This design comes from an exercise in tuning for small area, a short achievable clock period and few clock cycles on the open sky130 flow, not from production work.
At most, simulation tests tie the RTL to the original design; equivalence was not proved.
The RTL of run 7 was laid out without a check of its function.
Power figures rest on the tool's default switching activity, not on a simulated workload.

`flow/run.sh`:
```
#!/bin/bash
# The standard layout (the standard.sh, unchanged synthesis), with the
# setup repair told to aim 6 ns below the 10 ns clock, so that it keeps
# sizing the critical paths past the point where the clock is just met.
set -o pipefail
export SETUP_SLACK_MARGIN=6
bash standard.sh > standard.log 2>&1
```
`standard.sh`:
```
#!/bin/bash
# synth_recipe.tcl (not shown) runs the flow's synth.tcl, then flattens the netlist and writes it again
# the make line also repeats each setting of config.mk as NAME=value (left out here)
make -C /OpenROAD-flow-scripts/flow DESIGN_CONFIG=/design/flow/config.mk WORK_HOME=/design/flow/orfs CLKGATE_MAP_FILE= SYNTH_SCRIPT=/design/flow/synth_recipe.tcl "${@:-finish}"
```
`config.mk`:
```
export PLATFORM = sky130hd
export DESIGN_NAME = rv_core
export DESIGN_NICKNAME = rv_core
export VERILOG_FILES = /design/flow/design.v
export SDC_FILE = /design/flow/constraint.sdc
export NUM_CORES = 4
export LEC_CHECK = 0
export ABC_CLOCK_PERIOD_IN_PS = 5000
export CAP_MARGIN = 20
export CORE_MARGIN = 2
export CORE_UTILIZATION = 35
export CTS_BUF_LIST = sky130_fd_sc_hd__clkbuf_16
export CTS_CLUSTER_DIAMETER = 100
export CTS_CLUSTER_SIZE = 20
export PLACE_DENSITY = 0.5
export SLEW_MARGIN = 20
```
`constraint.sdc`:
```
create_clock -name core_clock -period 10.0 [get_ports {clk_in}]
set_input_delay 2.0000 -clock core_clock [delete_from_list [all_inputs] [get_ports {clk_in}]]
set_output_delay 2.0000 -clock core_clock [all_outputs]
set_load 0.01 [all_outputs]
```
`design.v`:
```
package rv_core_pkg;
    typedef enum logic [6:0] {
        OP_ARITH_R = 7'b0110011,
        OP_ARITH_I = 7'b0010011,
        OP_BRANCH  = 7'b1100011,
        OP_JAL     = 7'b1101111,
        OP_JALR    = 7'b1100111,
        OP_LOAD    = 7'b0000011,
        OP_STORE   = 7'b0100011,
        OP_LUI     = 7'b0110111,
        OP_AUIPC   = 7'b0010111
    } opcode_e;
    typedef enum logic [2:0] {
        F3_ADD_SUB = 3'b000,
        F3_SLL     = 3'b001,
        F3_SLT     = 3'b010,
        F3_SLTU    = 3'b011,
        F3_XOR     = 3'b100,
        F3_SRL_SRA = 3'b101,
        F3_OR      = 3'b110,
        F3_AND     = 3'b111
    } funct3_arith_e;
    typedef enum logic [2:0] {
        F3_BEQ  = 3'b000,
        F3_BNE  = 3'b001,
        F3_BLT  = 3'b100,
        F3_BGE  = 3'b101,
        F3_BLTU = 3'b110,
        F3_BGEU = 3'b111
    } funct3_branch_e;
    typedef enum logic [3:0] {
        ST_FETCH      = 4'b0001,
        ST_WAIT_FETCH = 4'b0010,
        ST_EXECUTE    = 4'b0100,
        ST_WAIT_MEM   = 4'b1000
    } core_state_e;
    typedef struct packed {
        logic [6:0] funct7;
        logic [4:0] rs2;
        logic [4:0] rs1;
        logic [2:0] funct3;
        logic [4:0] rd;
        logic [6:0] opcode;
    } instr_r_t;
    typedef struct packed {
        logic [11:0] imm;
        logic [4:0]  rs1;
        logic [2:0]  funct3;
        logic [4:0]  rd;
        logic [6:0]  opcode;
    } instr_i_t;
    typedef union packed {
        instr_r_t r;
        instr_i_t i;
    } instr_word_u;
    typedef struct packed {
        logic             arith_reg;
        logic             arith_imm;
        logic             branch;
        logic             jal;
        logic             jalr;
        logic             lui;
        logic             auipc;
        logic             load;
        logic             store;
        logic [4:0]       rd;
        logic [4:0]       rs1;
        logic [4:0]       rs2;
        logic [2:0]       funct3;
        logic             alt;
        logic [32-1:0] imm;
    } decoded_instr_t;
    typedef struct packed {
        logic [32-1:0] alu_result;
        logic [32-1:0] next_pc;
        logic [32-1:0] data_addr;
    } exec_result_t;
    typedef enum logic [1:0] {
        BUS_NONE  = 2'b00,
        BUS_LOAD  = 2'b01,
        BUS_STORE = 2'b10
    } bus_cmd_e;
    typedef struct packed {
        bus_cmd_e         cmd;
        logic [32-1:0] addr;
        logic [32-1:0] wdata;
    } bus_req_t;
endpackage
`timescale 1ns/1ps
module rv_core (
    input  logic             clk_in,
    input  logic             reset_in,
    output logic             wb_we,
    output logic             wb_stb,
    output logic             wb_cyc,
    output logic [32-1:0] wb_wdata,
    output logic [32-1:0] wb_addr,
    input  logic             wb_ack,
    input  logic [32-1:0] wb_rdata
);
    logic        run_q;       
    logic        mem_q;       
    logic        we_q;
    logic [29:0] addr_q;      
    logic [31:0] wdata_q;
    logic        ld_q;        
    logic [4:0]  ld_rd_q;
    assign wb_stb   = run_q;
    assign wb_cyc   = run_q;
    assign wb_we    = we_q;
    assign wb_addr  = {addr_q, 2'b00};
    assign wb_wdata = wdata_q;
    logic adv;
    assign adv = run_q & wb_ack;
    logic        x_valid;
    logic [29:0] x_pc;
    logic [31:0] x_rs1;
    logic [31:0] x_opb;        
    logic [12:0] x_imm;        
    logic [4:0]  x_rd;
    logic        x_ld1;        
    logic        x_ld2;        
    logic        x_opb_rs2;    
    logic        x_sub;        
    logic        x_sleft;      
    logic        x_sra;        
    logic        x_r_add, x_r_sll, x_r_slt, x_r_sltu, x_r_xor, x_r_sr, x_r_or, x_r_and;
    logic        x_r_link;
    logic        x_beq, x_bne, x_blt, x_bge, x_bltu, x_bgeu;
    logic        x_branch;
    logic        x_jalr;
    logic        x_jal;
    logic        x_use_sum;    
    logic        x_mem;        
    logic        x_store;
    logic        x_ld_wr;      
    logic        x_wr;         
    logic [31:0] regs [1:31];
    logic [32:0] sum33;
    logic [31:0] sum;
    logic        lt_u;
    logic        lt_s;
    logic        eq;
    logic        taken;
    logic [31:0] tgt_base;
    logic [31:0] tgt_off;
    logic [31:0] tgt32;
    logic [29:0] tgt;
    logic [29:0] link;
    logic [31:0] shrev;
    logic [31:0] shin;
    logic [32:0] shx;
    logic [31:0] shr;
    logic [31:0] shl;
    logic [31:0] result;
    logic        redirect;
    logic        ex_go;
    assign sum33 = {1'b0, x_rs1} + {1'b0, x_opb ^ {32{x_sub}}} + {32'd0, x_sub};
    assign sum   = sum33[31:0];
    assign lt_u  = ~sum33[32];
    assign lt_s  = (x_rs1[31] ^ x_opb[31]) ? x_rs1[31] : sum[31];
    assign eq    = (x_rs1 == x_opb);
    assign taken = (x_beq & eq) | (x_bne & ~eq) | (x_blt & lt_s) | (x_bge & ~lt_s) |
                   (x_bltu & lt_u) | (x_bgeu & ~lt_u);
    assign tgt_base = x_store ? x_rs1 : {x_pc, 2'b00};
    assign tgt_off  = x_opb_rs2 ? {{19{x_imm[12]}}, x_imm} : x_opb;
    assign tgt32    = tgt_base + tgt_off;
    assign tgt      = tgt32[31:2];
    assign link     = x_pc + 30'd1;
    always_comb begin
        for (int i = 0; i < 32; i++) begin
            shrev[i] = x_rs1[31-i];
        end
    end
    assign shin = x_sleft ? shrev : x_rs1;
    assign shx  = $signed({x_sra & x_rs1[31], shin}) >>> x_opb[4:0];
    assign shr  = shx[31:0];
    always_comb begin
        for (int i = 0; i < 32; i++) begin
            shl[i] = shr[31-i];
        end
    end
    assign result = ({32{x_r_add}}  & sum) |
                    ({32{x_r_sll}}  & shl) |
                    ({32{x_r_slt}}  & {31'd0, lt_s}) |
                    ({32{x_r_sltu}} & {31'd0, lt_u}) |
                    ({32{x_r_xor}}  & (x_rs1 ^ x_opb)) |
                    ({32{x_r_sr}}   & shr) |
                    ({32{x_r_or}}   & (x_rs1 | x_opb)) |
                    ({32{x_r_and}}  & (x_rs1 & x_opb)) |
                    ({32{x_r_link}} & {link, 2'b00});
    assign ex_go    = adv & ~mem_q & x_valid;
    assign redirect = x_jal | x_jalr | (x_branch & taken);
    logic [31:0] w;
    logic [6:0]  w_opc;
    logic [2:0]  w_f3;
    logic        w_op, w_opimm, w_lui, w_auipc, w_jal, w_jalr, w_branch, w_load, w_store;
    logic        w_alu;
    logic        w_use_rs2;
    logic        w_upper;
    logic [31:0] w_imm;
    logic [4:0]  w_rs1, w_rs2, w_rd;
    logic        fwd_ok;
    logic        fwd1, fwd2;
    assign w         = wb_rdata;
    assign w_opc     = w[6:0];
    assign w_f3      = w[14:12];
    assign w_op      = (w_opc == 7'b0110011);
    assign w_opimm   = (w_opc == 7'b0010011);
    assign w_lui     = (w_opc == 7'b0110111);
    assign w_auipc   = (w_opc == 7'b0010111);
    assign w_jal     = (w_opc == 7'b1101111);
    assign w_jalr    = (w_opc == 7'b1100111);
    assign w_branch  = (w_opc == 7'b1100011);
    assign w_load    = (w_opc == 7'b0000011);
    assign w_store   = (w_opc == 7'b0100011);
    assign w_alu     = w_op | w_opimm;
    assign w_use_rs2 = w_op | w_branch | w_store;
    assign w_upper   = w_lui | w_auipc;
    assign w_rs1     = w[19:15];
    assign w_rs2     = w[24:20];
    assign w_rd      = w[11:7];
    always_comb begin
        if (w_store) begin
            w_imm = {{20{w[31]}}, w[31:25], w[11:7]};
        end else if (w_branch) begin
            w_imm = {{20{w[31]}}, w[7], w[30:25], w[11:8], 1'b0};
        end else if (w_lui | w_auipc) begin
            w_imm = {w[31:12], 12'h000};
        end else if (w_jal) begin
            w_imm = {{12{w[31]}}, w[19:12], w[20], w[30:21], 1'b0};
        end else begin
            w_imm = {{20{w[31]}}, w[31:20]};
        end
    end
    logic [31:1] sel1, sel2;
    logic [31:0] rd1, rd2;
    always_comb begin
        rd1 = 32'd0;
        rd2 = 32'd0;
        for (int r = 1; r < 32; r++) begin
            sel1[r] = (w_rs1 == 5'(r));
            sel2[r] = (w_rs2 == 5'(r));
            rd1 = rd1 | (regs[r] & {32{sel1[r]}});
            rd2 = rd2 | (regs[r] & {32{sel2[r]}});
        end
    end
    assign fwd_ok = ex_go & x_wr;
    assign fwd1   = fwd_ok & (w_rs1 == x_rd);
    assign fwd2   = fwd_ok & (w_rs2 == x_rd);
    logic [31:0] w_a;
    logic [31:0] w_b;
    assign w_a = w_upper ? (w_auipc ? {addr_q, 2'b00} : 32'd0) : (fwd1 ? result : rd1);
    assign w_b = w_use_rs2 ? (fwd2 ? result : rd2) : w_imm;
    logic        rf_we;
    logic [4:0]  rf_wa;
    logic [31:0] rf_wd;
    logic [31:1] rf_sel;
    assign rf_we = mem_q ? ld_q : (x_valid & x_wr);
    assign rf_wa = mem_q ? ld_rd_q : x_rd;
    assign rf_wd = mem_q ? wb_rdata : result;
    always_comb begin
        for (int r = 1; r < 32; r++) begin
            rf_sel[r] = rf_we & (rf_wa == 5'(r));
        end
    end
    always_ff @(posedge clk_in) begin
        for (int r = 1; r < 32; r++) begin
            if (adv & rf_sel[r]) begin
                regs[r] <= rf_wd;
            end
        end
    end
    logic accept;      
    assign accept = adv & ~mem_q;
    always_ff @(posedge clk_in) begin
        if (!reset_in) begin
            run_q   <= 1'b0;
            mem_q   <= 1'b0;
            we_q    <= 1'b0;
            addr_q  <= 30'd0;
            x_valid <= 1'b0;
        end else begin
            run_q <= 1'b1;
            if (adv) begin
                if (mem_q) begin
                    mem_q  <= 1'b0;
                    we_q   <= 1'b0;
                    addr_q <= link;
                end else if (x_valid & x_mem) begin
                    mem_q   <= 1'b1;
                    we_q    <= x_store;
                    addr_q  <= x_use_sum ? sum[31:2] : tgt;
                    x_valid <= 1'b1;
                end else if (x_valid & redirect) begin
                    addr_q  <= x_jalr ? sum[31:2] : tgt;
                    x_valid <= 1'b0;
                end else begin
                    addr_q  <= addr_q + 30'd1;
                    x_valid <= 1'b1;
                end
            end
        end
    end
    always_ff @(posedge clk_in) begin
        if (ex_go) begin
            wdata_q <= x_opb;
            ld_q    <= x_ld_wr;
            ld_rd_q <= x_rd;
        end
    end
    always_ff @(posedge clk_in) begin
        if (accept) begin
            x_pc      <= addr_q;
            x_rs1     <= w_a;
            x_opb     <= w_b;
            x_imm     <= w_imm[12:0];
            x_rd      <= w_rd;
            x_ld1     <= x_ld_wr & (w_rs1 == x_rd) & ~w_upper;
            x_ld2     <= x_ld_wr & (w_rs2 == x_rd) & w_use_rs2;
            x_opb_rs2 <= w_use_rs2;
            x_sub     <= w_branch | (w_alu & (w_f3[2:1] == 2'b01)) |
                         (w_op & (w_f3 == 3'd0) & w[30]);
            x_sleft   <= (w_f3 == 3'd1);
            x_sra     <= (w_f3 == 3'd5) & w[30];
            x_r_add   <= (w_alu & (w_f3 == 3'd0)) | w_upper;
            x_r_sll   <= w_alu & (w_f3 == 3'd1);
            x_r_slt   <= w_alu & (w_f3 == 3'd2);
            x_r_sltu  <= w_alu & (w_f3 == 3'd3);
            x_r_xor   <= w_alu & (w_f3 == 3'd4);
            x_r_sr    <= w_alu & (w_f3 == 3'd5);
            x_r_or    <= w_alu & (w_f3 == 3'd6);
            x_r_and   <= w_alu & (w_f3 == 3'd7);
            x_r_link  <= w_jal | w_jalr;
            x_beq     <= w_branch & (w_f3 == 3'd0);
            x_bne     <= w_branch & (w_f3 == 3'd1);
            x_blt     <= w_branch & (w_f3 == 3'd4);
            x_bge     <= w_branch & (w_f3 == 3'd5);
            x_bltu    <= w_branch & (w_f3 == 3'd6);
            x_bgeu    <= w_branch & (w_f3 == 3'd7);
            x_branch  <= w_branch;
            x_jalr    <= w_jalr;
            x_jal     <= w_jal;
            x_use_sum <= w_jalr | w_load;
            x_mem     <= w_load | w_store;
            x_store   <= w_store;
            x_ld_wr   <= w_load & (w_rd != 5'd0);
            x_wr      <= (w_alu | w_lui | w_auipc | w_jal | w_jalr) & (w_rd != 5'd0);
        end else if (adv & mem_q & ld_q) begin
            if (x_ld1) begin
                x_rs1 <= wb_rdata;
            end
            if (x_ld2) begin
                x_opb <= wb_rdata;
            end
        end
    end
endmodule
```
==> out/qor.yml, run 1 <==
floorplanning:
  std_cell_rows: 154
  io_pins: 102
  die_h_um: 424
  floorplan.die_area_mm2: 0.180
  die_w_um: 424
  core_mm2: 0.176
  start_util: 0.351
layout:
  final_area_mm2: 0.0740
  fin_cells: 7829
  syn_to_final_growth_pct: 19.9
  multiInputGateArea_mm2: 0.0269
  final_cell_mix: "edfxtp_1, a22oi_1, nand2_1"
  drive_above_1_share: 0.196
  layout.cells.most_common: "edfxtp_1"
  fin_nets: 5620
  final_util: 0.421
  regArea_mm2: 0.0359
  nFillCells: 16285
grt:
  grt_max_degree: 55
  grt_pass1_vias: 51855
  grt_overflow: 0
  grt_use_total: 0.379
  antenna_found_initial: 25
  grt_pass1_wl_um: 463000
synth:
  yosys.area_share.simple: 0.101
  synth_edf_count: 1171
  synthCells: 5196
  synth_compound_area_frac: 0.201
  synth_top_family_by_area: "compound AO/OA/AOI/OAI gates"
  muxShareOfSynthArea: 0.0407
  ys_seq_area_frac: 0.581
  synth_warnings: 2
  synth-xor-area-share: 0.0200
  syn-cell-area_mm2: 0.0617
  ys.flop_type: "edfxtp_1"
  synth_fa_ha_area_frac: 0.0261
  yosys_register_bits: 1205
  yosysUniqueCellTypes: 89
  avgSynthCellArea_um2: 11.9
  synthArstFlopShare: 0
clocking:
  hold_buffers: 0
  htree_levels: 3
  clkSinkCount: 1205
  clkLatencyLatePin_ns: 0.74
  clk_path_buf_depth: 3
  clkSlewWorstSetupHoldPaths_ns: 0.09
  cts_root_buf: "clkbuf_16"
  cts_tree: "yes"
  numCtsBuffers: 73
sta:
  final-setup-viol-count: 0
  fin_tns_setup_ns: 0
  slew_headroom: 0.190
  grt_setup_unrepaired: "true"
  fmax_mhz: 243
  timing.final.ws_setup_ns: 5.89
  hold_ws_ns: 0.491
  finalHoldViolCount: 0
  fin_crit_ns: 4.11
  period_share: 0.411
  tightestPinTransition_ns: 1.21
  maxSlewViolCount: 0
  fin_worst_skew_ns: 0.0345
route:
  initialDrtViolationCount: 12135
  totalWireLength_um: 358000
  postRouteAntennaNets: 0
  num_vias: 56264
  dr.pass1.iters: 13
  drc: 0
  viasPerCell: 7.19
  wl_per_cell_um: 45.7
setup_path:
  path_cells: "mux4_2, mux2_2, mux2i_1, nor2_1, nor3_1, a21oi_1, nand2_1, nand4_1, mux2_2"
  worst_path_dominant_cell_family: "multiplexers"
  critPathCaptureType: "register"
  path_class: "register to register"
  worst_path_most_repeated_cell: "mux2_2"
  critPathRequiredTime_ns: 10.37
  worstSetupStartpointType: "register"
  critPathArrivalTime_ns: 4.48
  critPathMaxFanout: 31
  crit_buf_inv: 0
  crit_path_top_delay_cell: "edfxtp_1"
  max_stage_delay_ns: 0.71
placed_design:
  port-buffer-count: 99
  place_ws_ns: 3.68
  place_inst: 7446
  detailed_place.area_mm2: 0.0664
  place_hpwl_um: 207000
  place_congestion: 0.994
run_status:
  status: "no timing/DRC/antenna violations"
pwr:
  p_leak_nw: 25.3
  vdd_drop_max_uv: 121
  cellPowerDensity_mw_per_mm2: 138
  power_mw: 10.2
hold_path:
  worstHoldPathType: "register to register"
job:
  cap_violations: 0
cell families (layout without fill, tap and decap cells):
kind of cell / count (synthesis) / after routing
AO/OA/AOI/OAI: 1702 / 1705
AND/OR/NAND/NOR: 1343 / 1345
flip-flops: 1205 / 1205
buffers and inverters: 490 / 747
multiplexers: 186 / 204
XOR/XNOR: 141 / 141
adder cells (fa/ha/maj): 128 / 128
other: 1 / 14
state kept, by name, indices dropped and copies added, names as in the netlist, 5 cells and up:
register and cells:
ld_rd_q 5, addr_q 30, x_rd 5, x_pc 30, x_imm 13, regs 992
x_rs1 32, x_opb 32, wdata_q 32
worst reg2reg max path, stage by stage (launching register included):
cell,delay (ns)
edfxtp_1,0.71
mux4_2,0.64
mux2_2,0.28
mux2i_1,0.30
nor2_1,0.07
nor3_1,0.33
a21oi_1,0.13
nand2_1,0.12
nand4_1,0.40
mux2_2,0.71
path summary, 6_finish.rpt:
| path | start | depth (start not counted) | end | slack (ns) |
|---|---|---|---|---|
| worst max-delay path | x_rs1[12]$_DFFE_PP_ | 9 | regs[29][4]$_DFFE_PP_ | 5.89 |
| worst min-delay path | x_ld_wr$_DFFE_PP_ | 0 | ld_q$_DFFE_PP_ | 0.49 |
| worst max register to register | x_rs1[12]$_DFFE_PP_ | 9 | regs[29][4]$_DFFE_PP_ | 5.89 |
| worst min register to register | x_ld_wr$_DFFE_PP_ | 0 | ld_q$_DFFE_PP_ | 0.49 |
final cells by class:
| class | count | share of cell area |
|---|---|---|
| Sequential cell | 1205 | 0.485 |
| Clock buffer | 73 | 0.0247 |
| Antenna cell | 12 | 0.000406 |
| Multi-Input combinational cell | 3525 | 0.364 |
| Timing Repair Buffer | 526 | 0.0771 |
| Inverter | 126 | 0.00671 |
| Tap cell | 2340 | 0.0396 |
| Clock inverter | 22 | 0.00276 |
synth_stat cells, types with 23 or more instances:
cell      number  share of area
nor4_1        30         0.0030
buf_1         53         0.0032
a21o_1        28         0.0034
nor2_1       279          0.017
o21ai_1       51         0.0041
nand2_1      471          0.029
o21ai_0      165          0.013
ha_1         127          0.026
mux2i_1       61         0.0099
a221o_1       69          0.011
nand3_1      193          0.016
a22o_1        49         0.0070
clkbuf_1     294          0.018
a21oi_1      173          0.014
edfxtp_1    1171           0.57
mux4_2        44          0.016
mux2_2        78          0.014
dfxtp_1       34          0.011
xnor2_1       70         0.0099
a222oi_1      63          0.010
and2_1        23         0.0023
and3_1        34         0.0034
a221oi_1      42         0.0060
inv_1        121         0.0074
nand4_1      109          0.011
nor3_1       121         0.0098
o211ai_1      58         0.0071
a22oi_1      809          0.098
xor2_1        71          0.010
a31oi_1       26         0.0026
routing by layer:
layer / track usage / up-vias / share of wire
li1: - / 21308 / -
met1: 0.457 / 27794 / 0.34
met2: 0.568 / 5612 / 0.43
met3: 0.129 / 1530 / 0.14
met4: 0.262 / 20 / 0.089
met5: 0.00188 / - / 0.00054
repair_timing:
action,CTS,global route
buffers inserted,167,68
endpoints found under the setup margin,2112,892
pin swaps,75,65
gates cloned,20,20
resized for setup,471,213
power breakdown:
| group | internal (mW) | switching, mW | leakage [nW] |
|---|---|---|---|
| logic | 0.500 | 0.962 | 13.1 |
| clock network | 1.34 | 1.79 | 1.02 |
| registers | 5.52 | 0.0910 | 11.2 |
Testbench counts, summed over its fixed seeds: cycles 14,862.
==> inputs of run 2 (changes only) <==
--- a/config.mk
+++ b/config.mk
@@ -10,3 +10,3 @@
 export CORE_MARGIN = 2
-export CORE_UTILIZATION = 35
+export CORE_UTILIZATION = 50
 export CTS_BUF_LIST = sky130_fd_sc_hd__clkbuf_16
@@ -14,3 +14,3 @@
 export CTS_CLUSTER_SIZE = 20
-export PLACE_DENSITY = 0.5
+export PLACE_DENSITY = 0.65
 export SLEW_MARGIN = 20
==> out/qor.yml, run 2 <==
run_status:
  status: "no timing/DRC/antenna violations"
layout:
  final_cell_mix: "edfxtp_1, a22oi_1, nand2_1"
  layout.cells.most_common: "edfxtp_1"
  final_util: 0.588
  fin_nets: 5526
  fin_cells: 7028
  syn_to_final_growth_pct: 16.3
  final_area_mm2: 0.0718
  largest_reg_flops: 992
  largest-register: "regs"
  drive_above_1_share: 0.175
placed_design:
  port-buffer-count: 99
  place_ws_ns: 3.66
  place_hpwl_um: 192000
  place_congestion: 1.08
  detailed_place.area_mm2: 0.0654
  place_inst: 6727
pwr:
  comb_power_share: 0.137
  p_leak_nw: 24.7
  switchingPower_mw: 2.82
  cellPowerDensity_mw_per_mm2: 142
  p_sw_frac: 0.276
  seq_power_share: 0.550
  vdd_drop_max_uv: 169
  p_int_mw: 7.39
  power_mw: 10.2
  clkPwrFrac: 0.313
sta:
  fin_tns_setup_ns: 0
  grt_setup_unrepaired: "true"
  hold_ws_ns: 0.503
  tightestPinTransition_ns: 1.37
  fin_worst_skew_ns: 0.0314
  timing.final.ws_setup_ns: 5.74
  maxSlewViolCount: 0
  slew_headroom: 0.0850
  period_share: 0.426
  finalHoldViolCount: 0
  final-setup-viol-count: 0
  fin_crit_ns: 4.26
  fmax_mhz: 235
route:
  num_vias: 57015
  drc: 0
  wl_per_cell_um: 46.9
  viasPerCell: 8.11
  postRouteAntennaNets: 0
  totalWireLength_um: 329000
  dr.pass1.iters: 13
  initialDrtViolationCount: 13900
grt:
  grt_pass1_wl_um: 434000
  grt_pass1_vias: 52264
  grt_max_degree: 68
  grt_overflow: 0
  antenna_found_initial: 21
  grt_use_total: 0.503
job:
  cap_violations: 0
synth:
  avgSynthCellArea_um2: 11.9
  yosysMostFrequentCell: "edfxtp_1"
  synth_warnings: 2
  synth_edf_count: 1171
  ys.flop_type: "edfxtp_1"
  synthArstFlopShare: 0
  synth_top_area_share: 0.570
  syn-cell-area_mm2: 0.0617
  ys_seq_area_frac: 0.581
  yosys.area.top_type: "edfxtp_1"
  yosysUniqueCellTypes: 89
  yosys-top-cells-area: "edfxtp_1, a22oi_1, nand2_1, ha_1, clkbuf_1"
  synthCells: 5196
  synth_common_cells: "edfxtp_1, a22oi_1, nand2_1, clkbuf_1, nor2_1"
  yosys_register_bits: 1205
clocking:
  cts_tree: "yes"
  clkSinkCount: 1205
  cts_root_buf: "clkbuf_16"
  htree_levels: 3
  clk_path_buf_depth: 3
  clkSlewWorstSetupHoldPaths_ns: 0.10
  clkLatencyLatePin_ns: 0.75
  numCtsBuffers: 74
setup_path:
  critPathCaptureType: "register"
  worst_path_most_repeated_cell: "o21ai_1"
  worstSetupStartpointType: "input pin"
  critPathRequiredTime_ns: 10.61
  crit_path_top_delay_cell: "buf_4"
  path_cells: "buf_2, nand3_2, nor2_4, buf_4, a22oi_1, nand4_1, nor2_1, nand3_1, o21ai_1, o21ai_1"
  path_class: "input pin to register"
  critPathMaxFanout: 32
  max_stage_delay_ns: 0.74
  critPathArrivalTime_ns: 4.88
floorplanning:
  start_util: 0.505
  io_pins: 102
  floorplan.die_area_mm2: 0.126
  std_cell_rows: 128
  die_h_um: 355
  core_mm2: 0.122
  die_w_um: 355
hold_path:
  worstHoldPathType: "register to register"
-- run 2: changes by cell type in the layout (fill, tap and decap cells not counted), moves of 6 or more --
cell,before,now
buf_4,262,203
ha_4,13,6
buf_6,79,61
mux2_4,34,26
buf_12,59,47
ha_1,94,105
nor3_2,21,7
nor3_1,97,111
dfxtp_1,11,17
xor2_1,55,61
-- run 2: power groups by stage --
stage | registers, mW | clock network [mW] | logic [mW]
after floorplan | 5.68 | 0 | 0.622
after global placement | 5.74 | 0 | 1.10
after detailed placement | 5.74 | 0 | 1.11
after CTS | 5.61 | 3.17 | 1.23
after global routing | 5.61 | 3.34 | 1.41
final | 5.61 | 3.20 | 1.40
-- run 2: kinds of logic (layout without fill, tap and decap cells) --
group	after synthesis	after routing	share of synthesized area
AO/OA/AOI/OAI	1702	1704	0.201
XOR/XNOR	141	141	0.0200
buffers and inverters	490	665	0.0309
adder cells (fa/ha/maj)	128	128	0.0261
other	1	19	0.0000608
flip-flops	1205	1205	0.581
AND/OR/NAND/NOR	1343	1343	0.101
multiplexers	186	198	0.0407
-- run 2: layout make-up --
type | count | area, µm²
Clock buffer | 76 | 1900
Antenna cell | 17 | 42.5
Timing Repair Buffer | 438 | 4710
Sequential cell | 1205 | 35900
Clock inverter | 23 | 260
Fill cell | 9851 | 50400
Inverter | 126 | 505
Tap cell | 1625 | 2030
Multi-Input combinational cell | 3516 | 26500
Timing Repair inverter | 2 | 17.5
-- run 2: final timing paths --
path	from	to	cells past startpoint	slack, ns
max reg2reg	x_opb[15]$_DFFE_PP_	addr_q[21]$_SDFFE_PN0P_	12	5.85
min	we_q$_SDFFE_PN0P_	we_q$_SDFFE_PN0P_	2	0.50
max	wb_rdata[17]	x_rs1[21]$_DFFE_PP_	10	5.74
min reg2reg	we_q$_SDFFE_PN0P_	we_q$_SDFFE_PN0P_	2	0.50
-- run 2: worst max-delay path: cells and delay by family --
| family | cells | cell delay (ns) |
|---|---|---|
| AO/OA/AOI/OAI | 3 | 0.60 |
| AND/OR/NAND/NOR | 5 | 1.08 |
| buffers and inverters | 2 | 1.14 |
-- run 2: per-layer routing --
metal,track usage,vias up,part of all wire
met5,0.000377,-,0.00073
met4,0.441,18,0.12
met3,0.212,2292,0.16
met2,0.727,6479,0.41
met1,0.572,27084,0.31
li1,-,21142,-
-- run 2: repair_timing --
item,4_1_cts,5_1_grt
setup buffers,106,51
endpoints found under the setup margin,1923,1289
gates cloned,16,12
pin swaps,50,28
gates resized for setup,391,200
hold buffers,0,0
==> inputs of run 3 (changes only) <==
--- a/config.mk
+++ b/config.mk
@@ -10,3 +10,3 @@
 export CORE_MARGIN = 2
-export CORE_UTILIZATION = 50
+export CORE_UTILIZATION = 30
 export CTS_BUF_LIST = sky130_fd_sc_hd__clkbuf_16
@@ -14,3 +14,3 @@
 export CTS_CLUSTER_SIZE = 20
-export PLACE_DENSITY = 0.65
+export PLACE_DENSITY = 0.45
 export SLEW_MARGIN = 20
==> out/qor.yml, run 3 <==
run_status:
  status: "no timing/DRC/antenna violations"
layout:
  largest-register: "regs"
  fin_nets: 5668
  layout.cells.most_common: "edfxtp_1"
  syn_to_final_growth_pct: 21.8
  drive_above_1_share: 0.209
  final_cell_mix: "edfxtp_1, a22oi_1, nand2_1"
  largest_reg_flops: 992
synth:
  yosysMostFrequentCell: "edfxtp_1"
  yosys_register_bits: 1205
  ys_seq_area_frac: 0.581
  yosys.area.top_type: "edfxtp_1"
  synthArstFlopShare: 0
  yosys-top-cells-area: "edfxtp_1, a22oi_1, nand2_1, ha_1, clkbuf_1"
  yosysUniqueCellTypes: 89
  avgSynthCellArea_um2: 11.9
  synth_top_area_share: 0.570
  synth_edf_count: 1171
  syn-cell-area_mm2: 0.0617
  ys.flop_type: "edfxtp_1"
  synth_warnings: 2
  synth_common_cells: "edfxtp_1, a22oi_1, nand2_1, clkbuf_1, nor2_1"
  synthCells: 5196
route:
  dr.pass1.iters: 15
  postRouteAntennaNets: 0
  num_vias: 56512
  initialDrtViolationCount: 10602
  viasPerCell: 6.87
  totalWireLength_um: 371000
  drc: 0
  wl_per_cell_um: 45.1
clocking:
  cts_root_buf: "clkbuf_16"
  numCtsBuffers: 74
  clkLatencyLatePin_ns: 0.78
  cts_tree: "yes"
  clkSlewWorstSetupHoldPaths_ns: 0.10
  clk_path_buf_depth: 3
  htree_levels: 3
  clkSinkCount: 1205
setup_path:
  critPathRequiredTime_ns: 10.61
  crit_buf_inv: 4
  critPathArrivalTime_ns: 4.74
  worst_path_most_repeated_cell: "mux2i_1"
  worst_path_dominant_cell_family: "simple AND/OR/NAND/NOR gates"
  path_cells: "inv_1, ha_1, nor4_1, nand4_1, nor2_2, mux2i_1, o2111a_1, nand3_2, buf_12, o21ai_4, buf_4, clkbuf_16, mux2i_1, a21boi_1"
  r2r-start: "x_opb[20]$_DFFE_PP_"
  crit_path_top_delay_cell: "edfxtp_1"
  path_class: "register to register"
  critPathCaptureType: "register"
  critPathMaxFanout: 4
  cp-startpoint: "x_opb[20]$_DFFE_PP_"
  max_stage_delay_ns: 0.77
  worstSetupStartpointType: "register"
sta:
  period_share: 0.413
  grt_setup_unrepaired: "true"
  slew_headroom: 0.0781
  final-setup-viol-count: 0
  fin_crit_ns: 4.13
  tightestPinTransition_ns: 1.38
  fin_tns_setup_ns: 0
  finalHoldViolCount: 0
  maxSlewViolCount: 0
  hold_ws_ns: 0.484
  fin_worst_skew_ns: 0.0508
  fmax_mhz: 242
grt:
  grt_pass1_wl_um: 479000
  grt_pass1_vias: 52257
  antenna_found_initial: 35
  grt_overflow: 0
  grt_use_total: 0.337
  grt_max_degree: 64
pwr:
  p_int_mw: 7.41
  p_sw_frac: 0.284
  p_leak_nw: 25.7
  cellPowerDensity_mw_per_mm2: 138
  vdd_drop_max_uv: 130
  seq_power_share: 0.544
  comb_power_share: 0.141
  clkPwrFrac: 0.315
  switchingPower_mw: 2.94
floorplanning:
  std_cell_rows: 166
  start_util: 0.302
  die_w_um: 458
  io_pins: 102
  floorplan.die_area_mm2: 0.209
  die_h_um: 458
  core_mm2: 0.205
hold_path:
  min-delay-start: "x_ld_wr$_DFFE_PP_"
  worstHoldPathType: "register to register"
placed_design:
  place_congestion: 0.981
  place_hpwl_um: 222000
  port-buffer-count: 99
job:
  cap_violations: 0
run 3: changes by cell type in the layout (fill, tap and decap cells not counted), moves of 11 or more:
cell / previous run / this run
buf_12: 47 / 64
ha_4: 6 / 19
buf_4: 203 / 292
mux2_4: 26 / 40
nand3_1: 174 / 163
xor2_1: 61 / 50
buf_8: 14 / 25
buf_6: 61 / 80
run 3: path summary, 6_finish.rpt:
check,endpoint,slack [ns],cells after the start
hold / removal,ld_q$_DFFE_PP_,0.48,0
setup / recovery,addr_q[17]$_SDFFE_PN0P_,5.87,14
setup reg to reg,addr_q[17]$_SDFFE_PN0P_,5.87,14
hold reg to reg,ld_q$_DFFE_PP_,0.48,0
run 3: per-stage QoR:
stage               setup slack, ns  power [mW]  instance area [µm²]  utilization  cells
CTS                            5.95        10.2                72500        0.355   8084
global route                   5.75        10.6                75100        0.367   8213
floorplan                      5.48        6.30                62100            -   5197
global placement               3.44        6.89                66900        0.327   7816
finish                         5.87        10.3                75200        0.367   8222
detailed placement             3.55        6.89                67000        0.327   7817
run 3: logic make-up after synthesis:
| family | Yosys count | synth area share |
|---|---|---|
| compound gates | 1702 | 0.201 |
| simple gates | 1343 | 0.101 |
| flops | 1205 | 0.581 |
| buf+inv | 490 | 0.0309 |
| mux | 186 | 0.0407 |
| xor+xnor | 141 | 0.0200 |
| fa+ha+maj | 128 | 0.0261 |
| other cells | 1 | 0.0000608 |
run 3: worst reg2reg max path, stage by stage (launching register included):
cell,delay [ns]
edfxtp_1,0.77
inv_1,0.19
ha_1,0.35
nor4_1,0.59
nand4_1,0.23
nor2_2,0.27
mux2i_1,0.22
o2111a_1,0.26
nand3_2,0.11
buf_12,0.18
o21ai_4,0.20
buf_4,0.19
clkbuf_16,0.16
mux2i_1,0.18
a21boi_1,0.08
run 3: timing repair:
action                                  in CTS  in global routing
endpoints found under the setup margin    2118                986
hold buffers                                 0                  0
gates cloned                                22                 23
setup buffers                              151                104
pin swaps                                   76                 78
gates resized for setup                    479                279
run 3: metal layers:
layer / GRT usage / wire length, µm
met1: 0.409 / 130000
met4: 0.228 / 32300
met5: 0 / 210
met2: 0.514 / 160000
met3: 0.102 / 48200
run 3: power by group through the flow:
stage	clock [mW]	combinational, mW	sequential [mW]
after detailed placement	0	1.14	5.75
final	3.26	1.46	5.63
after CTS	3.27	1.29	5.62
after floorplan	0	0.622	5.68
after global placement	0	1.14	5.75
after global routing	3.43	1.49	5.62
run 3: area by class of cell:
class,instances,area [µm²]
Clock buffer,74,1850
Timing Repair Buffer,568,6120
Clock inverter,20,245
Sequential cell,1205,35900
Antenna cell,11,27.5
Fill cell,19737,129000
Tap cell,2688,3360
Multi-Input combinational cell,3530,27200
Inverter,126,509
==> inputs of run 4 (changes only) <==
--- a/config.mk
+++ b/config.mk
@@ -10,3 +10,3 @@
 export CORE_MARGIN = 2
-export CORE_UTILIZATION = 30
+export CORE_UTILIZATION = 40
 export CTS_BUF_LIST = sky130_fd_sc_hd__clkbuf_16
@@ -14,3 +14,3 @@
 export CTS_CLUSTER_SIZE = 20
-export PLACE_DENSITY = 0.45
+export PLACE_DENSITY = 0.55
 export SLEW_MARGIN = 20
==> out/qor.yml, run 4 <==
clocking:
  cts_tree: "yes"
  clkSlewWorstSetupHoldPaths_ns: 0.09
  clkSinkCount: 1205
  clkLatencyLatePin_ns: 0.75
  htree_levels: 3
  clk_path_buf_depth: 3
  numCtsBuffers: 73
  hold_buffers: 0
  cts_root_buf: "clkbuf_16"
setup_path:
  critPathRequiredTime_ns: 10.58
  critPathCaptureType: "register"
  r2r-start: "x_sub$_DFFE_PP_"
  r2r_cells: 14
  path_class: "input pin to register"
  worstSetupStartpointType: "input pin"
  cp-startpoint: "wb_rdata[17]"
  critPathArrivalTime_ns: 4.73
  critPathMaxFanout: 19
  r2r-end: "addr_q[21]$_SDFFE_PN0P_"
  r2r_slack_ns: 5.91
  endpoint: "x_rs1[3]$_DFFE_PP_"
route:
  met2WireLength_um: 146000
  drc: 0
  wl_per_cell_um: 46.9
  num_vias: 57264
  viasPerCell: 7.63
  top_layer_used: "met5"
  totalWireLength_um: 352000
  drt-met1-wl_um: 113000
  wl_met3_um: 53400
  initialDrtViolationCount: 13402
  dr.pass1.iters: 13
  postRouteAntennaNets: 0
synth:
  yosysUniqueCellTypes: 89
  synth_compound_area_frac: 0.201
  syn-cell-area_mm2: 0.0617
  ys_seq_area_frac: 0.581
  yosysMostFrequentCell: "edfxtp_1"
  avgSynthCellArea_um2: 11.9
  synth_top_area_share: 0.570
  synth-xor-area-share: 0.0200
  ys.flop_type: "edfxtp_1"
  synthArstFlopShare: 0
  yosys-top-cells-area: "edfxtp_1, a22oi_1, nand2_1, ha_1, clkbuf_1"
  synth_top_family_by_area: "compound AO/OA/AOI/OAI gates"
  synth_edf_count: 1171
  synth_fa_ha_area_frac: 0.0261
  yosys.area_share.simple: 0.101
  synthCells: 5196
  muxShareOfSynthArea: 0.0407
  yosys_register_bits: 1205
  synth_common_cells: "edfxtp_1, a22oi_1, nand2_1, clkbuf_1, nor2_1"
  synth_warnings: 2
  yosys.area.top_type: "edfxtp_1"
placed_design:
  place_hpwl_um: 208000
  place_congestion: 1.06
  port-buffer-count: 99
  place_inst: 7153
grt:
  grt_use_total: 0.428
  grt_pass1_vias: 52157
  grt_max_degree: 73
  grt_pass1_wl_um: 457000
  grt_overflow: 0
  antenna_found_initial: 24
floorplanning:
  io_pins: 102
  floorplan.die_area_mm2: 0.157
  die_h_um: 397
  core_mm2: 0.154
  die_w_um: 397
  std_cell_rows: 144
  start_util: 0.402
sta:
  fin_tns_setup_ns: 0
  period_share: 0.414
  maxSlewViolCount: 0
  grt_setup_unrepaired: "true"
  final-setup-viol-count: 0
  fin_crit_ns: 4.14
  fmax_mhz: 241
  slew_headroom: 0.156
  tightestPinTransition_ns: 1.26
  finalHoldViolCount: 0
  fin_worst_skew_ns: 0.0521
layout:
  fin_cells: 7504
  largest_reg_flops: 992
  final_cell_mix: "edfxtp_1, a22oi_1, nand2_1"
  largest-register: "regs"
  syn_to_final_growth_pct: 18.6
  fin_nets: 5591
  drive_above_1_share: 0.192
  layout.cells.most_common: "edfxtp_1"
job:
  cap_violations: 0
hold_path:
  worstHoldPathType: "register to register"
  min-delay-start: "x_ld_wr$_DFFE_PP_"
  hold_depth: 0
run_status:
  status: "no timing/DRC/antenna violations"
pwr:
  cellPowerDensity_mw_per_mm2: 140
  p_leak_nw: 25.0
  vdd_drop_max_uv: 128
[run 4: cell counts after synthesis]
No cell type changed its count.
[run 4: layout make-up]
type | count | area [µm²]
antenna | 13 | 32.5
clock buffer | 73 | 1830
clock inverter | 21 | 300
fill | 13595 | 80500
inverter | 126 | 500
multi-input combinational | 3527 | 27000
sequential | 1205 | 35900
tap | 2044 | 2560
timing repair buffer | 493 | 5110
timing repair inverter | 2 | 17.5
[run 4: cell families after synthesis]
| group | after synthesis |
|---|---|
| AND/OR/NAND/NOR | 1343 |
| adder cells (fa/ha/maj) | 128 |
| XOR/XNOR | 141 |
| AO/OA/AOI/OAI | 1702 |
| other | 1 |
| multiplexers | 186 |
| buffers and inverters | 490 |
| flip-flops | 1205 |
[run 4: power breakdown]
part	internal, mW	switching [mW]
sequential	5.52	0.0871
clock	1.38	1.81
combinational	0.488	0.977
total	7.39	2.87
[run 4: critical path: stages]
cell and delay [ns]:
clkbuf_4 0.24, nand3b_1 0.36, buf_4 0.23, nor2_4 0.20
buf_4 0.53, a22oi_1 0.21, nand4_1 0.17, nor3_1 0.06
nand3_1 0.38, o211ai_1 0.16, a21oi_1 0.16
[run 4: layer usage]
layer | track usage | vias up
met4 | 0.346 | 22
li1 | - | 21270
met2 | 0.629 | 6177
met1 | 0.500 | 27853
met3 | 0.158 | 1942
met5 | 0 | -
[run 4: timing repair]
item | CTS | global route
buffers inserted | 135 | 69
resized for setup | 393 | 244
pin swaps | 65 | 70
gates cloned | 18 | 21
setup endpoints to repair | 2031 | 993
[run 4: stage by stage]
step | utilization | instance area [µm²] | hold WS (ns) | power, mW | worst slack (ns)
2_1_floorplan | - | 62100 | 0.424 | 6.30 | 5.48
3_3_place_gp | 0.430 | 66000 | 0.472 | 6.88 | 3.79
3_5_place_dp | 0.430 | 66100 | 0.470 | 6.88 | 3.86
4_1_cts | 0.462 | 71000 | 0.505 | 10.1 | 5.92
5_1_grt | 0.476 | 73200 | 0.532 | 10.4 | 5.88
6_report | 0.476 | 73200 | 0.527 | 10.3 | 5.86
[run 4: how the worst min path moves through the flow]
stage / slack, ns / end
floorplan: 0.42 / ld_rd_q[1]$_DFFE_PP_
global placement: 0.47 / ld_q$_DFFE_PP_
detailed placement: 0.47 / ld_q$_DFFE_PP_
CTS: 0.51 / ld_q$_DFFE_PP_
global route: 0.53 / ld_q$_DFFE_PP_
finish: 0.53 / ld_q$_DFFE_PP_
==> inputs of run 5 (changes only) <==
==> run.sh (new file) <==
#!/bin/bash
# synth_recipe.tcl (not shown) runs the flow's synth.tcl, then flattens the netlist and writes it again
# the make line also repeats each setting of config.mk as NAME=value (left out here)
make -C /OpenROAD-flow-scripts/flow DESIGN_CONFIG=/design/flow/config.mk WORK_HOME=/design/flow/orfs CLKGATE_MAP_FILE= SYNTH_SCRIPT=/design/flow/synth_recipe.tcl finish
--- a/config.mk
+++ b/config.mk
@@ -10,3 +10,3 @@
 export CORE_MARGIN = 2
-export CORE_UTILIZATION = 40
+export CORE_UTILIZATION = 35
 export CTS_BUF_LIST = sky130_fd_sc_hd__clkbuf_16
@@ -14,3 +14,4 @@
 export CTS_CLUSTER_SIZE = 20
-export PLACE_DENSITY = 0.55
+export PLACE_DENSITY = 0.5
+export SETUP_SLACK_MARGIN = 5
 export SLEW_MARGIN = 20
removed: flow/run.sh
removed: standard.sh
==> out/qor.yml, run 5 <==
run_status:
  status: "no timing/DRC/antenna violations"
sta:
  maxSlewViolCount: 0
  grt_setup_unrepaired: "true"
  fin_crit_ns: 5.09
  final-setup-viol-count: 0
  tightestPinTransition_ns: 1.22
  fin_worst_skew_ns: 0.0354
  period_share: 0.509
  fmax_mhz: 197
  timing.final.ws_setup_ns: 4.91
  slew_headroom: 0.184
  finalHoldViolCount: 0
  fin_tns_setup_ns: 0
setup_path:
  critPathArrivalTime_ns: 5.55
  r2r_cells: 10
  critPathRequiredTime_ns: 10.47
  critPathCaptureType: "register"
  worstSetupStartpointType: "input pin"
  critPathMaxFanout: 18
  path_class: "input pin to register"
pwr:
  seq_power_share: 0.559
  switchingPower_mw: 2.78
  cellPowerDensity_mw_per_mm2: 146
  vdd_drop_max_uv: 113
  p_sw_frac: 0.276
  comb_power_share: 0.121
  p_leak_nw: 23.3
  clkPwrFrac: 0.320
  p_int_mw: 7.30
synth:
  yosys.area.top_type: "edfxtp_1"
  yosysUniqueCellTypes: 89
  synth_top_area_share: 0.570
  avgSynthCellArea_um2: 11.9
  ys.flop_type: "edfxtp_1"
  synth_edf_count: 1171
  ys_seq_area_frac: 0.581
  synthCells: 5196
  yosysMostFrequentCell: "edfxtp_1"
  yosys-top-cells-area: "edfxtp_1, a22oi_1, nand2_1, ha_1, clkbuf_1"
  yosys_register_bits: 1205
  syn-cell-area_mm2: 0.0617
  synth_common_cells: "edfxtp_1, a22oi_1, nand2_1, clkbuf_1, nor2_1"
  synthArstFlopShare: 0
  synth_warnings: 2
grt:
  grt_use_total: 0.374
  grt_pass1_wl_um: 458000
  grt_max_degree: 52
  grt_pass1_vias: 51064
  grt_overflow: 0
  antenna_found_initial: 20
clocking:
  clk_path_buf_depth: 3
  clkLatencyLatePin_ns: 0.75
  clkSinkCount: 1205
  htree_levels: 3
  numCtsBuffers: 73
  cts_tree: "yes"
  clkSlewWorstSetupHoldPaths_ns: 0.09
  cts_root_buf: "clkbuf_16"
placed_design:
  port-buffer-count: 99
  place_congestion: 1.01
  place_hpwl_um: 210000
  place_ws_ns: 3.65
  detailed_place.area_mm2: 0.0664
floorplanning:
  io_pins: 102
  die_h_um: 424
  core_mm2: 0.176
  floorplan.die_area_mm2: 0.180
  std_cell_rows: 154
  die_w_um: 424
  start_util: 0.351
route:
  postRouteAntennaNets: 0
  wl_per_cell_um: 45.5
  viasPerCell: 7.18
  num_vias: 54571
  initialDrtViolationCount: 10905
  totalWireLength_um: 346000
  drc: 0
  dr.pass1.iters: 12
layout:
  layout.cells.most_common: "edfxtp_1"
  final_util: 0.394
  fin_nets: 5400
  final_cell_mix: "edfxtp_1, a22oi_1, nand2_1"
  syn_to_final_growth_pct: 12.2
  drive_above_1_share: 0.120
  largest-register: "regs"
  final_area_mm2: 0.0692
  largest_reg_flops: 992
job:
  cap_violations: 0
hold_path:
  worstHoldPathType: "register to register"
  hold_depth: 2
-- run 5: cell counts after synthesis --
No cell type changed its count.
-- run 5: power by group through the flow --
stage	clock network [mW]	logic (mW)	registers (mW)
2_1_floorplan	0	0.616	5.68
3_5_place_dp	0	1.14	5.74
6_report	3.22	1.22	5.64
3_3_place_gp	0	1.14	5.75
4_1_cts	3.22	1.16	5.63
5_1_grt	3.38	1.26	5.63
-- run 5: metrics by stage --
| step | power (mW) | instances | hold slack (ns) |
|---|---|---|---|
| CTS | 10.0 | 7570 | 0.510 |
| global placement | 6.89 | 7454 | 0.479 |
| detailed placement | 6.89 | 7454 | 0.494 |
| global route | 10.3 | 7594 | 0.565 |
| floorplan | 6.30 | 5197 | 0.424 |
| finish | 10.1 | 7605 | 0.500 |
-- run 5: cell families (layout without fill, tap and decap cells) --
| family | count (synthesis) | count (layout) | share of synthesized area |
|---|---|---|---|
| AOI/OAI and AO/OA | 1702 | 1704 | 0.201 |
| xor gates and xnor gates | 141 | 141 | 0.0200 |
| adders and majority gates | 128 | 128 | 0.0261 |
| buffers and inverters | 490 | 544 | 0.0309 |
| DFF | 1205 | 1205 | 0.581 |
| muxes | 186 | 186 | 0.0407 |
| other | 1 | 14 | 0.0000608 |
| and+or+nand+nor | 1343 | 1343 | 0.101 |
-- run 5: timing repair --
item                                    4_1_cts  5_1_grt
endpoints found under the hold margin         0        0
buffers inserted                             25       20
gates resized for setup                      38       40
cloned                                        0        2
hold buffers                                  0        0
endpoints found under the setup margin      489      573
pin swaps                                    16       11
-- run 5: critical path, cell delays in order --
cell and delay [ns]:
clkdlybuf4s50_1 0.47, buf_4 0.25, or3_1 0.33, nor2_4 0.06, buf_4 0.32, buf_4 0.39, a22o_1 0.29, a221o_1 0.28
nor3_1 0.50, nand3_1 0.38, o21ai_0 0.15, o21ai_0 0.09
-- run 5: per-layer routing --
layer,wire [µm],GRT usage,part of all wire
met1,119000,0.453,0.35
met2,150000,0.575,0.43
met3,46100,0.117,0.13
met4,29800,0.242,0.086
met5,145,0,0.00042
-- run 5: cell type report --
class | count | area [µm²]
Timing Repair Buffer | 327 | 2770
Sequential cell | 1205 | 35800
Clock inverter | 17 | 229
Clock buffer | 74 | 1850
Inverter | 126 | 480
Antenna cell | 12 | 30.0
Multi-Input combinational cell | 3504 | 25100
Tap cell | 2340 | 2930
Fill cell | 16733 | 106000
-- run 5: path summary, 6_finish.rpt --
kind / from / slack [ns] / end
hold / removal: we_q$_SDFFE_PN0P_ / 0.50 / we_q$_SDFFE_PN0P_
hold reg to reg: we_q$_SDFFE_PN0P_ / 0.50 / we_q$_SDFFE_PN0P_
setup reg to reg: x_rs1[10]$_DFFE_PP_ / 5.03 / regs[30][31]$_DFFE_PP_
setup / recovery: wb_rdata[21] / 4.91 / x_opb[28]$_DFFE_PP_
==> inputs of run 6 (changes only) <==
==> flow/run.sh (new file) <==
#!/bin/bash
# The standard layout (the standard.sh, unchanged synthesis), with the
# setup repair told to aim 6.15 ns below the 10 ns clock, so that it keeps
# sizing the critical paths past the point where the clock is just met.
set -o pipefail
export SETUP_SLACK_MARGIN=6.15
bash standard.sh > standard.log 2>&1
==> standard.sh (new file) <==
#!/bin/bash
# synth_recipe.tcl (not shown) runs the flow's synth.tcl, then flattens the netlist and writes it again
# the make line also repeats each setting of config.mk as NAME=value (left out here)
make -C /OpenROAD-flow-scripts/flow DESIGN_CONFIG=/design/flow/config.mk WORK_HOME=/design/flow/orfs CLKGATE_MAP_FILE= SYNTH_SCRIPT=/design/flow/synth_recipe.tcl "${@:-finish}"
--- a/config.mk
+++ b/config.mk
@@ -15,3 +15,2 @@
 export PLACE_DENSITY = 0.5
-export SETUP_SLACK_MARGIN = 5
 export SLEW_MARGIN = 20
removed: run.sh
==> out/qor.yml, run 6 <==
run_status:
  status: "no timing/DRC/antenna violations"
synth:
  yosys.area_share.simple: 0.101
  synth-xor-area-share: 0.0200
  yosys_register_bits: 1205
  synth_fa_ha_area_frac: 0.0261
  ys.flop_type: "edfxtp_1"
  yosysUniqueCellTypes: 89
  yosysMostFrequentCell: "edfxtp_1"
  yosys-top-cells-area: "edfxtp_1, a22oi_1, nand2_1, ha_1, clkbuf_1"
  synth_compound_area_frac: 0.201
  synth_warnings: 2
  ys_seq_area_frac: 0.581
  synthCells: 5196
  synth_top_area_share: 0.570
  syn-cell-area_mm2: 0.0617
  muxShareOfSynthArea: 0.0407
  synth_top_family_by_area: "compound AO/OA/AOI/OAI gates"
  synth_edf_count: 1171
  synthArstFlopShare: 0
  synth_common_cells: "edfxtp_1, a22oi_1, nand2_1, clkbuf_1, nor2_1"
  yosys.area.top_type: "edfxtp_1"
  avgSynthCellArea_um2: 11.9
setup_path:
  critPathRequiredTime_ns: 10.45
  cp-startpoint: "x_sub$_DFFE_PP_"
  path_cells: "buf_12, xor2_1, ha_2, a21o_1, a21o_1, a211oi_4, o21ai_4, a2111oi_2, a311oi_2, buf_4, a221o_4, mux2_4"
  critPathCaptureType: "register"
  endpoint: "regs[1][21]$_DFFE_PP_"
  worstSetupStartpointType: "register"
  worst_path_most_repeated_cell: "a21o_1"
  crit_path_top_delay_cell: "a221o_4"
  r2r-end: "regs[1][21]$_DFFE_PP_"
  r2r_slack_ns: 5.91
  critPathArrivalTime_ns: 4.54
  max_stage_delay_ns: 0.51
  worst_path_dominant_cell_family: "compound AO/OA/AOI/OAI gates"
  r2r-start: "x_sub$_DFFE_PP_"
  crit_buf_inv: 2
  r2r_cells: 12
  path_class: "register to register"
  cp.depth: 12
  critPathMaxFanout: 15
layout:
  final_cell_mix: "edfxtp_1, a22oi_1, nand2_1"
  syn_to_final_growth_pct: 23.1
  final_area_mm2: 0.0760
  drive_above_1_share: 0.218
  nFillCells: 16231
  largest_reg_flops: 992
  fin_nets: 5723
  layout.cells.most_common: "edfxtp_1"
  largest-register: "regs"
  final_util: 0.432
clocking:
  clk_path_buf_depth: 3
  clkLatencyLatePin_ns: 0.76
  cts_root_buf: "clkbuf_16"
  cts_tree: "yes"
  clkSinkCount: 1205
  hold_buffers: 0
  numCtsBuffers: 72
  htree_levels: 3
  clkSlewWorstSetupHoldPaths_ns: 0.09
grt:
  grt_pass1_wl_um: 472000
  grt_overflow: 0
  grt_pass1_vias: 53341
  use_met3: 0.159
  grt_use_total: 0.385
  grt_max_degree: 76
  grt_util_met1: 0.449
  antenna_found_initial: 18
  busiest_layer: "met2"
  use_met2: 0.566
pwr:
  switchingPower_mw: 2.89
  power_mw: 10.3
  seq_power_share: 0.544
  comb_power_share: 0.147
  vdd_drop_max_uv: 122
  p_int_mw: 7.44
  cellPowerDensity_mw_per_mm2: 136
  p_leak_nw: 26.3
  clkPwrFrac: 0.309
  p_sw_frac: 0.280
floorplanning:
  io_pins: 102
  die_w_um: 424
  die_h_um: 424
  floorplan.die_area_mm2: 0.180
  start_util: 0.351
  std_cell_rows: 154
  core_mm2: 0.176
sta:
  final-setup-viol-count: 0
  fin_tns_setup_ns: 0
  fin_worst_skew_ns: 0.0549
  fmax_mhz: 244
  timing.final.ws_setup_ns: 5.91
  grt_setup_unrepaired: "true"
  finalHoldViolCount: 0
  period_share: 0.409
  tightestPinTransition_ns: 1.27
  slew_headroom: 0.152
  maxSlewViolCount: 0
  fin_crit_ns: 4.09
route:
  totalWireLength_um: 361000
  wl_per_cell_um: 45.5
  viasPerCell: 7.23
  num_vias: 57368
  dr.pass1.iters: 13
  drc: 0
  postRouteAntennaNets: 0
  initialDrtViolationCount: 12457
hold_path:
  worstHoldPathType: "register to register"
placed_design:
  place_ws_ns: 3.81
  detailed_place.area_mm2: 0.0665
  port-buffer-count: 99
  place_hpwl_um: 207000
  place_congestion: 1.02
job:
  cap_violations: 0
==> run 6: cell counts after synthesis <==
No cell type changed its count.
==> run 6: what timing repair did <==
action / 4_1_cts / 5_1_grt
setup buffers: 248 / 59
pin swaps: 114 / 50
gates cloned: 52 / 16
hold endpoints to repair: 0 / 0
gates resized for setup: 652 / 156
endpoints found under the setup margin: 2143 / 1440
==> run 6: layer usage <==
layer / vias up / routed length [µm]
li1: 21595 / -
met1: 28025 / 121000
met2: 5876 / 150000
met3: 1850 / 54400
met4: 22 / 35900
met5: - / 308
==> run 6: metrics by stage <==
| stage | hold slack, ns | cells |
|---|---|---|
| finish | 0.493 | 7930 |
| detailed placement | 0.467 | 7450 |
| floorplan | 0.424 | 5197 |
| CTS | 0.487 | 7843 |
| global placement | 0.475 | 7450 |
| global route | 0.523 | 7923 |
==> run 6: cells by family (layout without fill, tap and decap cells) <==
logic type / after synthesis / after routing
and+or+nand+nor: 1343 / 1344
other: 1 / 13
adders and majority gates: 128 / 128
AOI/OAI and AO/OA: 1702 / 1706
xor gates and xnor gates: 141 / 141
buffers and inverters: 490 / 829
muxes: 186 / 224
DFF: 1205 / 1205
==> run 6: worst min path at each step <==
stage,from,end,slack (ns),cells past startpoint
6_report,x_ld_wr$_DFFE_PP_,ld_q$_DFFE_PP_,0.49,0
5_1_grt,x_ld_wr$_DFFE_PP_,ld_q$_DFFE_PP_,0.52,0
4_1_cts,x_ld_wr$_DFFE_PP_,ld_q$_DFFE_PP_,0.49,0
3_5_place_dp,x_ld_wr$_DFFE_PP_,ld_q$_DFFE_PP_,0.47,0
3_3_place_gp,x_ld_wr$_DFFE_PP_,ld_q$_DFFE_PP_,0.47,0
2_1_floorplan,x_rd[1]$_DFFE_PP_,ld_rd_q[1]$_DFFE_PP_,0.42,0
==> run 6: area by class of cell <==
| cell class | count | area (µm²) | area share |
|---|---|---|---|
| multi-input cells | 3545 | 27400 | 0.361 |
| clock buffers | 74 | 1850 | 0.0244 |
| repair buffers | 608 | 7090 | 0.0933 |
| clock inverters | 19 | 211 | 0.00278 |
| flip-flops and latches | 1205 | 35900 | 0.473 |
| inverters | 126 | 528 | 0.00695 |
| well taps | 2340 | 2930 | 0.0385 |
| repair inverters | 2 | 17.5 | 0.000231 |
| diodes | 11 | 27.5 | 0.000362 |
==> run 6: power by group through the flow <==
stage	registers [mW]	clock network, mW	logic (mW)
final	5.61	3.19	1.52
after global routing	5.61	3.35	1.55
after floorplan	5.68	0	0.633
after detailed placement	5.75	0	1.14
after global placement	5.75	0	1.14
after CTS	5.61	3.19	1.38
==> inputs of run 7 (changes only) <==
--- a/design.v
+++ b/design.v
@@ -122,2 +122,3 @@
     logic        x_ld2;        
+    logic        x_pred;       
     logic        x_opb_rs2;    
@@ -131,3 +132,2 @@
     logic        x_jalr;
-    logic        x_jal;
     logic        x_use_sum;    
@@ -192,3 +192,3 @@
     assign ex_go    = adv & ~mem_q & x_valid;
-    assign redirect = x_jal | x_jalr | (x_branch & taken);
+    assign redirect = x_jalr | (x_branch & (taken ^ x_pred));
     logic [31:0] w;
@@ -238,7 +238,7 @@
     always_comb begin
-        rd1 = 32'd0;
-        rd2 = 32'd0;
+        rd1 = w_auipc ? {addr_q, 2'b00} : 32'd0;
+        rd2 = w_use_rs2 ? 32'd0 : w_imm;
         for (int r = 1; r < 32; r++) begin
-            sel1[r] = (w_rs1 == 5'(r));
-            sel2[r] = (w_rs2 == 5'(r));
+            sel1[r] = (w_rs1 == 5'(r)) & ~w_upper;
+            sel2[r] = (w_rs2 == 5'(r)) & w_use_rs2;
             rd1 = rd1 | (regs[r] & {32{sel1[r]}});
@@ -248,8 +248,11 @@
     assign fwd_ok = ex_go & x_wr;
-    assign fwd1   = fwd_ok & (w_rs1 == x_rd);
-    assign fwd2   = fwd_ok & (w_rs2 == x_rd);
-    logic [31:0] w_a;
-    logic [31:0] w_b;
-    assign w_a = w_upper ? (w_auipc ? {addr_q, 2'b00} : 32'd0) : (fwd1 ? result : rd1);
-    assign w_b = w_use_rs2 ? (fwd2 ? result : rd2) : w_imm;
+    assign fwd1   = fwd_ok & (w_rs1 == x_rd) & ~w_upper;
+    assign fwd2   = fwd_ok & (w_rs2 == x_rd) & w_use_rs2;
+    logic        w_pred;
+    logic [29:0] w_off;
+    logic [29:0] w_tgt;
+    assign w_pred = w_jal | (w_branch & w[31]);
+    assign w_off  = w_jal ? {{12{w[31]}}, w[19:12], w[20], w[30:22]} :
+                            {{20{w[31]}}, w[7], w[30:25], w[11:9]};
+    assign w_tgt  = addr_q + w_off;
     logic        rf_we;
@@ -257,16 +260,8 @@
     logic [31:0] rf_wd;
-    logic [31:1] rf_sel;
-    assign rf_we = mem_q ? ld_q : (x_valid & x_wr);
+    assign rf_we = mem_q ? (adv & ld_q) : (ex_go & x_wr);
     assign rf_wa = mem_q ? ld_rd_q : x_rd;
     assign rf_wd = mem_q ? wb_rdata : result;
-    always_comb begin
-        for (int r = 1; r < 32; r++) begin
-            rf_sel[r] = rf_we & (rf_wa == 5'(r));
-        end
-    end
     always_ff @(posedge clk_in) begin
-        for (int r = 1; r < 32; r++) begin
-            if (adv & rf_sel[r]) begin
-                regs[r] <= rf_wd;
-            end
+        if (rf_we) begin
+            regs[rf_wa] <= rf_wd;
         end
@@ -288,3 +283,3 @@
                     we_q   <= 1'b0;
-                    addr_q <= link;
+                    addr_q <= x_pred ? tgt : link;
                 end else if (x_valid & x_mem) begin
@@ -295,6 +290,6 @@
                 end else if (x_valid & redirect) begin
-                    addr_q  <= x_jalr ? sum[31:2] : tgt;
+                    addr_q  <= x_jalr ? sum[31:2] : (x_pred ? link : tgt);
                     x_valid <= 1'b0;
                 end else begin
-                    addr_q  <= addr_q + 30'd1;
+                    addr_q  <= w_pred ? w_tgt : addr_q + 30'd1;
                     x_valid <= 1'b1;
@@ -314,4 +309,4 @@
             x_pc      <= addr_q;
-            x_rs1     <= w_a;
-            x_opb     <= w_b;
+            x_rs1     <= fwd1 ? result : rd1;
+            x_opb     <= fwd2 ? result : rd2;
             x_imm     <= w_imm[12:0];
@@ -320,2 +315,3 @@
             x_ld2     <= x_ld_wr & (w_rs2 == x_rd) & w_use_rs2;
+            x_pred    <= w_pred;
             x_opb_rs2 <= w_use_rs2;
@@ -342,3 +338,2 @@
             x_jalr    <= w_jalr;
-            x_jal     <= w_jal;
             x_use_sum <= w_jalr | w_load;
==> run.sh (new file) <==
#!/bin/bash
# synth_recipe.tcl (not shown) runs the flow's synth.tcl, then flattens the netlist and writes it again
# the make line also repeats each setting of config.mk as NAME=value (left out here)
make -C /OpenROAD-flow-scripts/flow DESIGN_CONFIG=/design/flow/config.mk WORK_HOME=/design/flow/orfs CLKGATE_MAP_FILE= SYNTH_SCRIPT=/design/flow/synth_recipe.tcl finish
--- a/config.mk
+++ b/config.mk
@@ -11,6 +11,4 @@
 export CORE_UTILIZATION = 35
-export CTS_BUF_LIST = sky130_fd_sc_hd__clkbuf_16
-export CTS_CLUSTER_DIAMETER = 100
-export CTS_CLUSTER_SIZE = 20
 export PLACE_DENSITY = 0.5
+export SETUP_SLACK_MARGIN = 5
 export SLEW_MARGIN = 20
removed: flow/run.sh
removed: standard.sh
==> out/qor.yml, run 7 <==
run_status:
  status: "no timing/DRC/antenna violations"
layout:
  fin_nets: 5670
  multiInputGateArea_mm2: 0.0266
  layout.cells.most_common: "edfxtp_1"
  final_cell_mix: "edfxtp_1, a22oi_1, nand2_1"
  largest-register: "regs"
  fin_cells: 7969
  regArea_mm2: 0.0358
  nFillCells: 16525
  largest_reg_flops: 992
  drive_above_1_share: 0.164
  syn_to_final_growth_pct: 18.8
sta:
  fin_worst_skew_ns: 0.0717
  final-setup-viol-count: 0
  fmax_mhz: 185
  tightestPinTransition_ns: 1.32
  slew_headroom: 0.119
  period_share: 0.541
  fin_tns_setup_ns: 0
  grt_setup_unrepaired: "true"
  maxSlewViolCount: 0
  finalHoldViolCount: 0
  fin_crit_ns: 5.41
route:
  num_vias: 58141
  postRouteAntennaNets: 0
  wl_per_cell_um: 45.9
  dr.pass1.iters: 12
  drc: 0
  viasPerCell: 7.30
  totalWireLength_um: 365000
  initialDrtViolationCount: 11488
floorplanning:
  die_w_um: 427
  io_pins: 102
  core_mm2: 0.178
  floorplan.die_area_mm2: 0.183
  die_h_um: 427
  start_util: 0.352
  std_cell_rows: 155
placed_design:
  place_inst: 7602
  port-buffer-count: 99
  place_hpwl_um: 229000
  place_congestion: 1.02
setup_path:
  worstSetupStartpointType: "input pin"
  critPathRequiredTime_ns: 10.54
  path_class: "input pin to register"
  critPathMaxFanout: 16
  critPathCaptureType: "register"
  critPathArrivalTime_ns: 5.95
clocking:
  clkSlewWorstSetupHoldPaths_ns: 0.06
  cts_root_buf: "clkbuf_16"
  htree_levels: 4
  numCtsBuffers: 140
  clk_path_buf_depth: 3
  clkSinkCount: 1205
  hold_buffers: 0
  clkLatencyLatePin_ns: 0.85
  cts_tree: "yes"
pwr:
  p_leak_nw: 25.4
  vdd_drop_max_uv: 141
  cellPowerDensity_mw_per_mm2: 165
grt:
  grt_use_total: 0.388
  grt_overflow: 0
  antenna_found_initial: 44
  grt_max_degree: 67
  grt_pass1_wl_um: 478000
  grt_pass1_vias: 53469
synth:
  synth_warnings: 1
  yosys-top-cells-area: "edfxtp_1, a22oi_1, a221oi_1, ha_1, a22o_1"
  yosysMostFrequentCell: "edfxtp_1"
  synthCells: 5259
  ys.flop_type: "edfxtp_1"
  synth_common_cells: "edfxtp_1, a22oi_1, nand2_1, clkbuf_1, o21ai_0"
  yosys_register_bits: 1205
  avgSynthCellArea_um2: 11.9
  synth_edf_count: 1171
  synth_top_area_share: 0.560
  synthArstFlopShare: 0
  yosysUniqueCellTypes: 92
  syn-cell-area_mm2: 0.0628
  yosys.area.top_type: "edfxtp_1"
  ys_seq_area_frac: 0.571
job:
  cap_violations: 0
hold_path:
  worstHoldPathType: "register to register"
## run 7: cell types whose count changed after synthesis, moves of 48 or more
cell	previous run	this run
a21oi_1	173	230
a221o_1	69	21
a221oi_1	42	254
a22o_1	49	175
a22oi_1	809	460
nand2_1	471	375
nand3_1	193	110
nand4_1	109	166
nor3_1	121	69
o21ai_0	165	284
o21ai_1	51	3
## run 7: cell families (layout without fill, tap and decap cells)
family | Yosys count | count (layout) | share of synthesized area
xor gates and xnor gates | 150 | 150 | 0.0209
muxes | 195 | 195 | 0.0387
and+or+nand+nor | 1183 | 1186 | 0.0896
AOI/OAI and AO/OA | 1880 | 1882 | 0.218
adders and majority gates | 157 | 157 | 0.0315
buffers and inverters | 488 | 811 | 0.0300
other | 1 | 28 | 0.0000597
DFF | 1205 | 1205 | 0.571
## run 7: layout make-up
class / count / area share
diodes: 26 / 0.000872
clock buffers: 168 / 0.0490
clock inverters: 84 / 0.0152
inverters: 110 / 0.00587
multi-input cells: 3572 / 0.356
flip-flops and latches: 1205 / 0.481
well taps: 2355 / 0.0395
repair buffers: 447 / 0.0526
repair inverters: 2 / 0.000185
## run 7: path summary, 6_finish.rpt
| check | startpoint | to | slack [ns] | cells past startpoint |
|---|---|---|---|---|
| max | wb_rdata[15] | x_rs1[27]$_DFFE_PP_ | 4.59 | 13 |
| min | x_ld_wr$_DFFE_PP_ | ld_q$_DFFE_PP_ | 0.50 | 0 |
| max reg2reg | x_opb[12]$_DFFE_PP_ | x_rs1[27]$_DFFE_PP_ | 4.97 | 12 |
| min reg2reg | x_ld_wr$_DFFE_PP_ | ld_q$_DFFE_PP_ | 0.50 | 0 |
## run 7: what timing repair did
action	in CTS	in global routing
resized for setup	118	61
endpoints found under the setup margin	495	414
cloned	5	4
setup buffers	64	16
pin swaps	33	17
## run 7: worst max-delay path: stages
cell and delay (ns):
buf_4 0.23, buf_4 0.31, nor2_2 0.14, buf_4 0.38
nand4_1 0.21, buf_6 0.27, nor2_2 0.69, buf_4 0.42
a22o_1 0.19, a221oi_1 0.06, nand4_1 0.13, o21ai_0 0.12
o21ai_0 0.67
## run 7: report_power, final
group	switching [mW]	total, mW	internal, mW
Clock	2.31	5.46	3.15
Combinational	0.824	1.20	0.374
Sequential	0.113	5.65	5.53
## run 7: through the flow
stage	hold WS, ns	area [µm²]	power, mW	worst slack, ns	utilization
after floorplan	0.424	62900	6.27	4.50	-
after global placement	0.472	68100	6.84	2.33	0.382
after detailed placement	0.475	68300	6.84	2.38	0.383
after CTS	0.499	74000	12.2	4.96	0.415
after global routing	0.511	74500	12.5	4.88	0.418
final	0.496	74600	12.3	4.59	0.418
## run 7: layer usage
metal  track usage  share of wire  vias up
li1              -              -    21860
met5       0.00741         0.0010        -
met3         0.163           0.15     1832
met4         0.295          0.094       30
met1         0.454           0.34    28629
met2         0.563           0.42     5790

Setup slack of run 7, layout unchanged: 4.591 ns with ideal ports, 4.661 ns with driving cells assumed (clock clkbuf_16, inputs buf_2), 3.752 ns with port delays also shifted by the 0.909 ns mid clock arrival.
